What follows belongs to an exercise in optimizing a design on an open flow for small area; a production flow would make more cautious choices.
Where RTL was checked, it was by simulation tests only, not by an equivalence proof against the original.
No activity file was given, so power comes from the tool's default toggle rates.

==> inputs of zinc <==
## renameStage
module renameStage (
  input  logic                                        CLK,
  input  logic                                        RESET,
  input  logic                                        FREEZE,
  input  logic                                        decodeEmpty,
  output logic                                        decodePop,
  input  logic [4:0]                                  srcArch1,
  input  logic [4:0]                                  srcArch2,
  input  logic [4:0]                                  destArch,
  input  logic                                        regWrite,
  input  logic                                        link,
  input  logic                                        memRead,
  input  logic                                        memWrite,
  input  logic [63:0]                                 payload,
  input  logic                                        iqFull,
  input  logic                                        lsqFull,
  ...
clock: 4.0 ns
lec_check: 0
cap_margin: 20
core_margin: 2
core_utilization: 40
gpl_timing_driven: 0
slew_margin: 20
synth_hierarchical: 1
standard.sh (not shown) runs the stock make flow with config.mk's settings and CLKGATE_MAP_FILE= SYNTH_SCRIPT=/design/flow/synth_recipe.tcl, a recipe that flattens the netlist after the stock synthesis.
==> flow/flow/run.sh <==
#!/bin/bash
# Standard ORFS layout with smaller port buffers and no CTS dummy loads.
cp standard.sh standard_sh_copy.log
export BUFFER_PORTS_ARGS="-buffer_cell sky130_fd_sc_hd__buf_1"
export CTS_ARGS="-sink_clustering_enable -repair_clock_nets -dont_use_dummy_load"
bash standard.sh > standard.log 2>&1
==> ember (differences from zinc) <==
--- a/flow/design.v
+++ b/flow/design.v
@@ -139,36 +139,34 @@
   rsSelect #(.K(N), .W(W), .INV(1'b1)) u_rd1 (.d(mapN), .s(sel1), .y(physSrc1));
   rsSelect #(.K(N), .W(W), .INV(1'b1)) u_rd2 (.d(mapN), .s(sel2), .y(physSrc2));
 endmodule
 module freeList (
   input  logic [6*renamePkg::PHYS_REGS-1:0] fifoMem,
-  input  logic [renamePkg::TAG_WIDTH:0]     lastPtr,
+  input  logic [renamePkg::TAG_WIDTH:0]     rdPtr,
   input  logic [renamePkg::TAG_WIDTH:0]     wrPtr,
   input  logic                              firstPass,
   input  logic                              popReq,
-  output renamePkg::physTag_t               lastTag,
+  output renamePkg::physTag_t               headTag,
   output logic                              empty,
   output logic                              doPop,
   output logic                              doPush,
   input  logic                              pushReq,
   output logic                              full,
   output logic [renamePkg::PHYS_REGS-1:0]   slotLoad
 );
   localparam int W = renamePkg::TAG_WIDTH;
   localparam int P = renamePkg::PHYS_REGS;
-  logic [W:0]   headPtr;
   logic [P-1:0] rdSel;
-  assign headPtr = lastPtr + 1'b1;
-  assign empty = (wrPtr == headPtr);
-  assign full  = (wrPtr[W-1:0] == headPtr[W-1:0]) && (wrPtr[W] != headPtr[W]);
+  assign empty = (wrPtr == rdPtr);
+  assign full  = (wrPtr[W-1:0] == rdPtr[W-1:0]) && (wrPtr[W] != rdPtr[W]);
   assign doPop  = popReq && !empty;
   assign doPush = pushReq && !full;
   rsDecode #(.W(W)) u_decW (.en(doPush), .a(wrPtr[W-1:0]), .y(slotLoad));
-  rsDecode #(.W(W)) u_decR (.en(!firstPass), .a(lastPtr[W-1:0]), .y(rdSel));
+  rsDecode #(.W(W)) u_decR (.en(!firstPass), .a(rdPtr[W-1:0]), .y(rdSel));
   renamePkg::physTag_t rdData;
   rsSelect #(.K(P), .W(W)) u_rd (.d(fifoMem), .s(rdSel), .y(rdData));
-  assign lastTag = rdData | (firstPass ? {1'b1, lastPtr[W-2:0]} : '0);
+  assign headTag = rdData | (firstPass ? {1'b1, rdPtr[W-2:0]} : '0);
 endmodule
 module dispatchControl (
   input  logic FREEZE,
   input  logic decodeEmpty,
   input  logic regWrite,
@@ -226,23 +224,24 @@
   logic [W*N-1:0] mapNextN;
   logic [N-1:0]   mapLoad;
   logic [W-1:0] fifoMem [P];
   logic [W*P-1:0] fifoFlat;
   logic [P-1:0]   slotLoad;
-  logic [W:0]     lastPtr;
+  logic [W:0]     rdPtr;
   logic [W:0]     wrPtr;
   logic           firstPass;
-  renamePkg::archReg_t lastSrc1;
-  renamePkg::archReg_t lastSrc2;
+  renamePkg::physTag_t lastPhys1;
+  renamePkg::physTag_t lastPhys2;
   renamePkg::archReg_t lastDest;
   logic                lastDestNeeded;
   logic                lastIsMem;
   logic [63:0]         lastPayload;
   renamePkg::robIdx_t  lastRobTail;
   renamePkg::physTag_t physSrc1;
   renamePkg::physTag_t physSrc2;
-  renamePkg::physTag_t allocTag;
+  renamePkg::physTag_t headTag;
+  renamePkg::physTag_t lastTag;
   logic                freeEmpty;
   logic                doPop;
   logic                doPush;
   logic                destNeeded;
   logic                isMem;
@@ -254,29 +253,29 @@
     assign fifoFlat[W*i +: W] = fifoMem[i];
   end
   renameTable i_renameTable (
     .RESET      (RESET),
     .mapN       (mapFlatN),
-    .srcArch1   (lastSrc1),
-    .srcArch2   (lastSrc2),
+    .srcArch1   (srcArch1),
+    .srcArch2   (srcArch2),
     .physSrc1   (physSrc1),
     .physSrc2   (physSrc2),
-    .renameWrite(robPush && lastDestNeeded),
-    .writeArch  (lastDest),
-    .writeTag   (allocTag),
+    .renameWrite(advance && destNeeded),
+    .writeArch  (destArch),
+    .writeTag   (headTag),
     .restoreReq (restoreReq),
     .restoreMap (restoreMap),
     .mapNextN   (mapNextN),
     .mapLoad    (mapLoad)
   );
   freeList i_freeList (
     .fifoMem  (fifoFlat),
-    .lastPtr  (lastPtr),
+    .rdPtr    (rdPtr),
     .wrPtr    (wrPtr),
     .firstPass(firstPass),
     .popReq   (advance && destNeeded),
-    .lastTag  (allocTag),
+    .headTag  (headTag),
     .empty    (freeEmpty),
     .doPop    (doPop),
     .doPush   (doPush),
     .pushReq  (freeReq),
     .full     (freeFull),
@@ -312,17 +311,17 @@
       end
     end
   end
   always_ff @(posedge CLK) begin
     if (!RESET) begin
-      lastPtr <= '1;
+      rdPtr <= '0;
       wrPtr <= (W+1)'(renamePkg::FREE_TAGS);
       firstPass <= 1'b1;
     end else begin
       if (doPop) begin
-        lastPtr <= lastPtr + 1'b1;
-        if (lastPtr[W-1:0] == W'(renamePkg::FREE_TAGS - 1)) begin
+        rdPtr <= rdPtr + 1'b1;
+        if (rdPtr[W-1:0] == W'(renamePkg::FREE_TAGS - 1)) begin
           firstPass <= 1'b0;
         end
       end
       if (doPush) begin
         wrPtr <= wrPtr + 1'b1;
@@ -335,19 +334,19 @@
     end else begin
       robPush <= advance;
     end
   end
   always_ff @(posedge CLK) begin
-    lastSrc1 <= srcArch1;
-    lastSrc2 <= srcArch2;
+    lastPhys1 <= physSrc1;
+    lastPhys2 <= physSrc2;
     lastDest <= destArch;
     lastDestNeeded <= destNeeded;
     lastIsMem <= isMem;
     lastPayload <= payload;
     lastRobTail <= robTail;
+    lastTag <= destNeeded ? headTag : '0;
   end
   assign iqPush = robPush && !lastIsMem;
   assign lsqPush = robPush && lastIsMem;
-  assign issuePacket = {lastPayload, lastRobTail, physSrc1, physSrc2,
-                        lastDestNeeded ? allocTag : 6'd0,
+  assign issuePacket = {lastPayload, lastRobTail, lastPhys1, lastPhys2, lastTag,
                         lastDest, lastDestNeeded, lastIsMem};
 endmodule
==> flow/flow/run.sh (replaced) <==
#!/bin/bash
# Standard ORFS layout (the standard.sh, standard synthesis
# unchanged) with buf_1 port buffers and a CTS without dummy loads
# built from clkbuf_4. Each tool's output goes to the ORFS logs;
# make's own output goes to standard.log.
export BUFFER_PORTS_ARGS="-buffer_cell sky130_fd_sc_hd__buf_1"
export CTS_ARGS="-sink_clustering_enable -repair_clock_nets -dont_use_dummy_load -buf_list sky130_fd_sc_hd__clkbuf_4"
bash standard.sh > standard.log 2>&1
==> comparison <==
ember completed with no timing, DRC or antenna violations. zinc finished with setup timing left. In ember the global-route usage is higher than in zinc, by 0.49 points. In sequential power, ember and zinc hardly differ. Between ember and zinc, the lower final cell count is in zinc (gap about 5.6%, measured against zinc). Against ember, the count of clock-buffer cells in the layout of zinc is lower by 103. Of zinc and ember, zinc has the higher register-to-register slack (gap 0.08 ns). In zinc the synthesized cell count is larger than in ember, by about 0.54%.
No functional check of the RTL was part of zinc.

==> separate check: timing with driven ports <==
No port has a modelled driver above. Below, the same layouts with a new extraction and two added sets of constraints. Step 1, drivers: a clkbuf_16 drives CLK and a buf_2 each remaining input, both assumed. Step 2, shift: input delay + t, output delay - t, t = (earliest + latest rising clock arrival at the registers) / 2. This alone moves slack from input paths to output paths. a / b / c = ideal ports / drivers / drivers and shift; a / b = the first two.
| run | t, ns | setup slack, ns | hold slack, ns | pins driven straight from the clock port |
|---|---|---|---|---|
| zinc | 0.658 | -0.258 / -0.327 / 0.183 | 0.265 / 0.219 / 0.503 | 1 |
| ember | 1.064 | 0.104 / 0.094 / 0.104 | 0.050 / 0.014 / 0.546 | 1 |
